From an optimization exercise on the open Yosys and OpenROAD flow, aimed at small area; shortcuts taken in it are not production practice. The RTL was checked by simulation tests, not by an equivalence proof against the original design. Power figures rest on the tool's default switching activity, not on a simulated workload.

==> flow/design.v <==
package gpp_pkg;
   localparam int unsigned BEAT_W = 134;
   localparam int unsigned PAY_W  = 128;
   localparam int unsigned MD_W   = 256;
   localparam int unsigned CLS_W  = 384;
   localparam logic [1:0] TYPE_HEAD = 2'b01;
   localparam logic [1:0] TYPE_BODY = 2'b11;
   localparam logic [1:0] TYPE_TAIL = 2'b10;
   localparam logic [15:0] ETH_IPV4 = 16'h0800;
   localparam logic [15:0] ETH_IPV6 = 16'h86DD;
   localparam logic [15:0] ETH_ARP  = 16'h0806;
   localparam logic [15:0] ETH_VLAN = 16'h8100;
   localparam logic [7:0]  PROTO_TCP = 8'd6;
   localparam logic [7:0]  PROTO_UDP = 8'd17;
   localparam logic [7:0] PST_NONE     = 8'h00;
   localparam logic [7:0] PST_V4_TCP   = 8'h01;
   localparam logic [7:0] PST_V4       = 8'h02;
   localparam logic [7:0] PST_ARP      = 8'h03;
   localparam logic [7:0] PST_V4_UDP   = 8'h07;
   localparam logic [7:0] PST_V6_TCP   = 8'h81;
   localparam logic [7:0] PST_V6       = 8'h82;
   localparam logic [7:0] PST_V6_UDP   = 8'h83;
   localparam logic [7:0] PST_VLAN_BIT = 8'h40;
   typedef enum logic [1:0] {
      PS_IDLE    = 2'd0,
      PS_TRANS   = 2'd1,
      PS_DISCARD = 2'd2
   } parse_state_t;
   typedef enum logic [2:0] {
      CS_IDLE  = 3'd0,
      CS_WRITE = 3'd1,
      CS_READ  = 3'd2,
      CS_WAIT  = 3'd3,
      CS_ACK   = 3'd4
   } cfg_state_t;
   localparam logic [7:0] REG_STATUS = 8'h01;
   localparam logic [7:0] REG_IN_PKT = 8'h03;
   localparam logic [7:0] REG_MD     = 8'h05;
   localparam logic [7:0] REG_PHV    = 8'h07;
   localparam logic [7:0] REG_CACHE  = 8'h09;
   localparam logic [7:0] REG_DROP   = 8'h0B;
   localparam logic [7:0] REG_ERR    = 8'h0D;
   localparam logic [7:0] REG_BEATS  = 8'h0F;
   function automatic logic [7:0] pst_of(input logic [15:0] etype,
                                         input logic [7:0]  v4_proto,
                                         input logic [7:0]  v6_nh);
      logic [7:0] pst;
      pst = PST_NONE;
      if (etype == ETH_IPV6) begin
         if (v6_nh == PROTO_TCP)      pst = PST_V6_TCP;
         else if (v6_nh == PROTO_UDP) pst = PST_V6_UDP;
         else                         pst = PST_V6;
      end else if (etype == ETH_IPV4) begin
         if (v4_proto == PROTO_TCP)      pst = PST_V4_TCP;
         else if (v4_proto == PROTO_UDP) pst = PST_V4_UDP;
         else                            pst = PST_V4;
      end else if (etype == ETH_ARP) begin
         pst = PST_ARP;
      end
      pst_of = pst;
   endfunction
endpackage
import gpp_pkg::*;
module gpp_pst_cls (
   input  logic [CLS_W-1:0] i_hdr,
   output logic [7:0]       o_pst
);
   logic [15:0] w_etype;
   logic        w_unused;
   assign w_etype  = i_hdr[287:272];
   assign w_unused = ^i_hdr;
   assign o_pst = gpp_pkg::pst_of(w_etype, i_hdr[199:192], i_hdr[223:216]);
endmodule
import gpp_pkg::*;
module gpp_param #(
   parameter logic [7:0]  LMID      = 8'd1,
   parameter logic [7:0]  NMID      = 8'd2,
   parameter int unsigned PHV_BEATS = 8,
   parameter logic [7:0]  DROP_LO   = 8'd2,
   parameter logic [7:0]  DROP_HI   = 8'd4
) (
   input  logic                         clk,
   input  logic                         rst,
   input  logic                         pktin_data_wr,
   input  logic [BEAT_W-1:0]            pktin_data,
   input  logic                         pktin_valid_wr,
   input  logic                         pktin_data_valid,
   output logic                         pktin_ready,
   output logic [PAY_W*PHV_BEATS-1:0]   out_gpp_phv,
   output logic                         out_gpp_phv_wr,
   input  logic                         in_gpp_phv_alf,
   output logic [MD_W-1:0]              out_gpp_md,
   output logic                         out_gpp_md_wr,
   input  logic                         in_gpp_md_alf,
   output logic                         out_gpp_data_wr,
   output logic [BEAT_W-1:0]            out_gpp_data,
   output logic                         out_gpp_valid_wr,
   output logic                         out_gpp_valid,
   input  logic                         in_gpp_data_alf,
   input  logic                         cfg2gpp_cs_n,
   output logic                         gpp2cfg_ack_n,
   input  logic                         cfg2gpp_rw,
   input  logic [31:0]                  cfg2gpp_addr,
   input  logic [31:0]                  cfg2gpp_wdata,
   output logic [31:0]                  gpp2cfg_rdata
);
   localparam int unsigned PHV_W  = PAY_W * PHV_BEATS;
   localparam int unsigned STEP_W = 4;    
   localparam logic [STEP_W-1:0] STEP_MAX = '1;
   logic [1:0]        r_state;
   logic [STEP_W-1:0] r_step;
   logic [MD_W-1:0]   r_md;
   logic [PHV_W-1:0]  r_phv;
   logic [31:0]       r_in_pkt_cnt, r_md_cnt, r_cache_cnt, r_drop_cnt, r_err_cnt;
   logic              r_emit;
   logic              r_cs_s1, r_cs_s2;
   logic [1:0]        r_cfg_sub;
   logic [1:0]        w_type;
   logic [PAY_W-1:0]  w_pay;
   logic [PAY_W-1:0]  w_pay_trans;
   logic              w_in_trans, w_is_head, w_is_tail, w_drop;
   logic              w_head_ok, w_fwd, w_err, w_tail, w_good, w_drop_ev;
   logic [CLS_W-1:0]  w_cls_in;
   logic [7:0]        w_pst;
   logic [31:0]       w_rd_mux;
   logic              w_unused;
   assign w_type      = pktin_data[133:132];
   assign w_pay       = pktin_data[PAY_W-1:0];
   assign w_drop      = (w_pay[87:80] >= DROP_LO) && (w_pay[87:80] <= DROP_HI);
   assign pktin_ready = ~(in_gpp_md_alf | in_gpp_phv_alf | in_gpp_data_alf);
   assign w_unused    = ^{cfg2gpp_wdata, cfg2gpp_addr[31:10], cfg2gpp_addr[1:0]};
   assign w_in_trans = (r_state == PS_TRANS);
   assign w_is_head  = (w_type == TYPE_HEAD);
   assign w_is_tail  = (w_type == TYPE_TAIL);
   assign w_head_ok  = pktin_data_wr & w_is_head & ~w_in_trans & ~w_drop;
   assign w_drop_ev  = pktin_data_wr & w_is_head & ~w_in_trans & w_drop;
   assign w_fwd      = pktin_data_wr & w_in_trans & ~w_is_head;
   assign w_err      = pktin_data_wr & w_in_trans & w_is_head;
   assign w_tail     = w_fwd & w_is_tail;
   assign w_good     = w_tail & pktin_data_valid;
   assign w_pay_trans = w_pay & {PAY_W{w_in_trans}};
   always_ff @(posedge clk) begin
      if (!w_in_trans) r_md[PAY_W-1:0] <= w_pay;
      if (r_step == STEP_W'(1)) r_md[MD_W-1:PAY_W] <= w_pay;
   end
   for (genvar k = 0; k < PHV_BEATS; k++) begin : g_slot
      always_ff @(posedge clk) begin
         if (!w_in_trans || r_step == STEP_W'(k + 2))
            r_phv[PHV_W-1-PAY_W*k -: PAY_W] <= w_pay_trans;
      end
   end
   assign out_gpp_phv = r_phv;
   if (PHV_W >= CLS_W) begin : g_cls_full
      assign w_cls_in = r_phv[PHV_W-1 -: CLS_W];
   end else begin : g_cls_pad
      assign w_cls_in = {r_phv, {(CLS_W-PHV_W){1'b0}}};
   end
   gpp_pst_cls u_cls (
      .i_hdr (w_cls_in),
      .o_pst (w_pst)
   );
   always_comb begin
      out_gpp_md = r_md;
      if (r_md[87:80] == LMID) begin
         out_gpp_md[87:80] = NMID;
         out_gpp_md[79:72] = w_pst;
      end
   end
   always_ff @(posedge clk) begin
      out_gpp_data  <= {(w_in_trans & w_is_head) ? TYPE_TAIL : w_type, pktin_data[BEAT_W-3:0]};
      out_gpp_valid <= pktin_data_valid & ~w_is_head;
   end
   always_ff @(posedge clk) begin
      if (rst) begin
         r_state          <= PS_IDLE;
         out_gpp_data_wr  <= 1'b0;
         out_gpp_valid_wr <= 1'b0;
         r_emit           <= 1'b0;
      end else begin
         out_gpp_data_wr  <= w_head_ok | w_fwd | w_err;
         out_gpp_valid_wr <= w_tail | w_err;
         r_emit           <= w_good;
         if (w_err || w_drop_ev)                         r_state <= PS_DISCARD;
         else if (w_head_ok)                             r_state <= PS_TRANS;
         else if (pktin_data_wr && w_is_tail)            r_state <= PS_IDLE;
      end
   end
   assign out_gpp_md_wr  = r_emit;
   assign out_gpp_phv_wr = r_emit;
   always_ff @(posedge clk) begin
      if (w_head_ok)                          r_step <= STEP_W'(1);
      else if (w_fwd && r_step != STEP_MAX)   r_step <= r_step + STEP_W'(1);
   end
   function automatic logic [31:0] inc32(input logic [31:0] v, input logic cin);
      logic c;
      c = cin;
      for (int i = 0; i < 32; i++) begin
         inc32[i] = v[i] ^ c;
         c        = c & v[i];
      end
   endfunction
   always_ff @(posedge clk) begin
      if (rst) begin
         r_in_pkt_cnt <= 32'd0;
         r_md_cnt     <= 32'd0;
         r_cache_cnt  <= 32'd0;
         r_drop_cnt   <= 32'd0;
         r_err_cnt    <= 32'd0;
      end else begin
         r_in_pkt_cnt <= inc32(r_in_pkt_cnt, pktin_valid_wr);
         r_md_cnt     <= inc32(r_md_cnt,     w_good);
         r_cache_cnt  <= inc32(r_cache_cnt,  w_tail | w_err);
         r_drop_cnt   <= inc32(r_drop_cnt,   w_drop_ev);
         r_err_cnt    <= inc32(r_err_cnt,    w_err);
      end
   end
   always_comb begin
      w_rd_mux = 32'd0;
      case (cfg2gpp_addr[9:2])
         REG_STATUS: w_rd_mux = {r_state, 26'd0, pktin_ready, in_gpp_md_alf,
                                 in_gpp_phv_alf, in_gpp_data_alf};
         REG_IN_PKT: w_rd_mux = r_in_pkt_cnt;
         REG_MD:     w_rd_mux = r_md_cnt;
         REG_PHV:    w_rd_mux = r_md_cnt;
         REG_CACHE:  w_rd_mux = r_cache_cnt;
         REG_DROP:   w_rd_mux = r_drop_cnt;
         REG_ERR:    w_rd_mux = r_err_cnt;
         REG_BEATS:  w_rd_mux = 32'(PHV_BEATS);
         default:    w_rd_mux = 32'd0;
      endcase
   end
   always_ff @(posedge clk) begin
      if (rst) begin
         r_cs_s1       <= 1'b1;
         r_cs_s2       <= 1'b1;
         r_cfg_sub     <= 2'd0;
         gpp2cfg_ack_n <= 1'b1;
      end else begin
         r_cs_s1 <= cfg2gpp_cs_n;
         r_cs_s2 <= r_cs_s1;
         if (gpp2cfg_ack_n) begin
            case (r_cfg_sub)
               2'd0: if (!r_cs_s2) r_cfg_sub <= cfg2gpp_rw ? 2'd2 : 2'd1;
               2'd2: r_cfg_sub <= 2'd3;
               default: begin
                  r_cfg_sub     <= 2'd0;
                  gpp2cfg_ack_n <= 1'b0;
               end
            endcase
         end else if (r_cs_s2) begin
            gpp2cfg_ack_n <= 1'b1;
         end
      end
   end
   always_ff @(posedge clk) begin
      if (r_cfg_sub == 2'd2) gpp2cfg_rdata <= w_rd_mux;
   end
endmodule
==> flow/flow/run.sh <==
#!/bin/bash
# Own layout flow: the standard flow (standard.sh, unchanged synthesis) with
# the smallest buffer on the ports and a clock tree of clkbuf_4 without dummy loads.
set -o pipefail
export BUFFER_PORTS_ARGS="-buffer_cell sky130_fd_sc_hd__buf_1"
export CTS_ARGS="-sink_clustering_enable -repair_clock_nets -dont_use_dummy_load -buf_list sky130_fd_sc_hd__clkbuf_4 -sink_clustering_size 8 -sink_clustering_max_diameter 40"
bash standard.sh > standard.log 2>&1
==> flow/standard.sh <==
#!/bin/bash
# synth_recipe.tcl (not shown) runs the flow's synth.tcl, then flattens the netlist and writes it again
# the make line also repeats each setting of config.mk as NAME=value (left out here)
make -C /OpenROAD-flow-scripts/flow DESIGN_CONFIG=/design/flow/config.mk WORK_HOME=/design/flow/orfs CLKGATE_MAP_FILE= SYNTH_SCRIPT=/design/flow/synth_recipe.tcl "${@:-finish}"
==> flow/config.mk <==
export PLATFORM = sky130hd
export DESIGN_NAME = gpp_param
export DESIGN_NICKNAME = gpp_param
export VERILOG_FILES = /design/flow/design.v
export SDC_FILE = /design/flow/constraint.sdc
export NUM_CORES = 4
export LEC_CHECK = 0
export CAP_MARGIN = 0
export CORE_AREA = 4 4 576 576
export DIE_AREA = 0 0 580 580
export PLACE_DENSITY = 0.85
export SLEW_MARGIN = 0
==> flow/constraint.sdc <==
create_clock -name core_clock -period 10.0 [get_ports {clk}]
set_input_delay 2.0000 -clock core_clock [delete_from_list [all_inputs] [get_ports {clk}]]
set_output_delay 2.0000 -clock core_clock [all_outputs]
set_load 0.01 [all_outputs]
==> summary.txt <==
logic make-up (layout without fill, tap and decap cells):
group                    Yosys count  count (layout)  synth area share (%)
flip-flops                      1621            1621                  85.2
AND/OR/NAND/NOR                  429             429                  4.78
buffers and inverters            312            1913                  4.04
adder cells (fa/ha/maj)          159             159                  3.72
AO/OA/AOI/OAI                    101             101                  1.54
multiplexers                      31              31                 0.589
XOR/XNOR                           7               7                 0.115
other                              0              60                     0
worst paths after layout:
check	startpoint	end	slack (ps)	cells after the start
worst min-delay path	r_cs_s1	r_cs_s2	420	1
worst max register to register	r_state[1]	r_md_cnt[30]	2710	35
worst min register to register	r_cs_s1	r_cs_s2	420	1
worst max-delay path	pktin_data[87]	r_drop_cnt[30]	1880	39
synthesized netlist by cell type, drive strengths merged (6+ instances only):
cell	number
edfxtp	1312
dfxtp	309
buf	265
nor2b	165
ha	159
and2	137
clkbuf	41
nand2	39
nor2	38
mux2i	27
a2bb2oi	24
a221o	22
a21oi	9
nor4	9
o21ai	9
nor3	8
a22oi	7
inv	6
nand2b	6
xnor2	6
power by group:
group / total [mW] / switching [mW] / internal, mW
registers: 8.00 / 0.163 / 7.84
logic: 1.19 / 0.950 / 0.243
clock network: 3.19 / 2.10 / 1.09
layer usage:
layer | routed length [um] | GRT usage (%) | vias to the layer above
li1 | - | - | 12900
met1 | 84900 | 15.0 | 15400
met2 | 110000 | 21.9 | 2550
met3 | 26400 | 5.04 | 523
met4 | 10800 | 5.37 | 58
met5 | 387 | 0 | -
metrics by stage:
step	utilization, %	worst slack [ps]	hold slack (ps)
finish	20.1	1880	416
CTS	20.1	2040	420
global placement	19.5	466	396
floorplan	-	717	389
detailed placement	19.5	436	399
global route	20.1	1770	441
sequential cells by signal, indices dropped and copies added, names as in the netlist:
name,flops
r_cs_s2,1
r_cache_cnt,32
r_emit,1
r_md,256
out_gpp_valid,1
r_state,2
r_phv,1024
r_drop_cnt,32
out_gpp_data,134
r_md_cnt,32
r_cfg_sub,2
r_step,4
gpp2cfg_ack_n,1
r_err_cnt,32
r_cs_s1,1
r_in_pkt_cnt,32
out_gpp_valid_wr,1
out_gpp_data_wr,1
gpp2cfg_rdata,32
worst max-delay path, delay by kind of cell:
family	cells	cell delay (ps)
buffers and inverters	4	780
AND/OR/NAND/NOR	3	410
adder cells (fa/ha/maj)	31	5870
AO/OA/AOI/OAI	1	120
final cells by class:
type	count	share of cell area, %
flip-flops and latches	1621	69.8
repair buffers	1666	9.97
multi-input cells	727	8.94
well taps	4325	8.28
clock buffers	241	2.77
diodes	60	0.230
inverters	6	0.0460
==> summary.txt <==
Die Wd: 580 um
share of cells above drive strength 1: 7.86%
P_leak: 24.2 nW
Synth Net Count: 3027
max incr delay on CP: 280 ps
YS warnings: 2
most frequent cells in the layout: buf_1, edfxtp_1, dfxtp_1
htree depth: 4
Max VDD drop: 0.000135 V
crit path max fanout: 5
post-synth top area share: 73.7%
Max Cap Violations: 0
asr flop ratio synth: 0%
Top FF cell, synth: edfxtp_1
post-placement cell count: 8345
fin cells: 8646
final instance area: 65300 sq um
Data arrival, critical path: 9210 ps
CTS max path bufs: 4
cts repair resizes: 0
post-CTS setup buffer count: 0
GP Congestion: 0.853
PD cells: 189 nW/um^2
cell mode on critical path: ha_1
DRT iter0 DRCs: 3239
Overall Power: 12.4 mW
remaining global-route overflow: 0
DR pass1 iterations: 5
Syn Inst Count: 2660
area leader, netlist: edfxtp_1
drt drc: 0
Critical Path Source Type: primary input
largest net degree at the start of global routing: 129
Clk Latency, worst-skew pair: 1300 ps
Multi-input gate area: 5840 sq um
setup TNS: 0 ps
Final Max Slew Viols: 0
Final Hold Fails: 0
crit end category: flip-flop
status: timing/DRC/antenna clean
final-stage net count: 4630
CP Class: in -> reg
fin crit share: 81.2%
relative slew slack: 17.2%
sequential share of the synthesized area: 85.2%
Clock Sinks: 1621
DIE AREA: 336000 sq um
Synth Register Bits: 1621
Register Area: 45600 sq um
clk root buf: clkbuf_4
initial antenna violation count: 126
worst min path class: reg -> reg
placed wire-length estimate: 184 mm
unrepaired setup endpoints after global routing: false
first-pass GRT wire length: 295 mm
Layout Area Growth over Synthesis: 22.2%
CP max stage cell: ha_1
setup violators final: 0
TritonCTS clock tree: built
std cell rows: 209
Area contributors post-synth: edfxtp_1, dfxtp_1, ha_1
WP data required: 11090 ps
vias in the first global route: 30.5k
syn_area_per_cell: 20.1 sq um
Detailed Route WL: 232 mm
hold_buf cts: 0
Initial Util: 16.5%
GRT Overall Usage: 13.1%
Inserted Clock Buffers: 241
Layout fillers: 34.3k
commonest non-fill, non-tap cell in the layout: buf_1
FMAX: 123 MHz
Worst Tran Pin Value: 1240 ps
placed instance area: 63400 sq um
I/O Buffers: 1604
Die Ht: 580 um
Avg WL per Cell: 26.8 um
via count: 31.4k
fin crit period: 8120 ps
io pins: 1661
post-DR vias/cell: 3.64
Clk pin slew, worst setup/hold paths: 90 ps
area of the core: 325000 sq um
post-synthesis cell type count: 53
clock skew: 115 ps
number of enable flip-flop cells after synthesis: 1312
final antenna-violating net count: 0
mapped cell area: 53500 sq um

[port drivers added, routing unchanged]
In the flow no input, the clock included, has a driving cell. The finished layout below was timed again as built, in two steps.
Step 1 assumes that a clkbuf_16 drives the clock port and a buf_2 every other input.
Step 2, shift: input delay + t, output delay - t, t = (earliest + latest rising clock arrival at the registers) / 2. This alone moves slack from input paths to output paths.
Three values: ideal ports, drivers, drivers and shift; two values: the first two.
shift t [ns]: 1.276
setup WS [ns]: 1.879 / 1.879 / 0.603
latest minus earliest clock arrival (ns): 0.199 / 0.198
After both steps setup and hold are still met in this run. For this run, drivers alone change the setup slack by 0.000 ns; drivers and shift together by -1.276 ns.
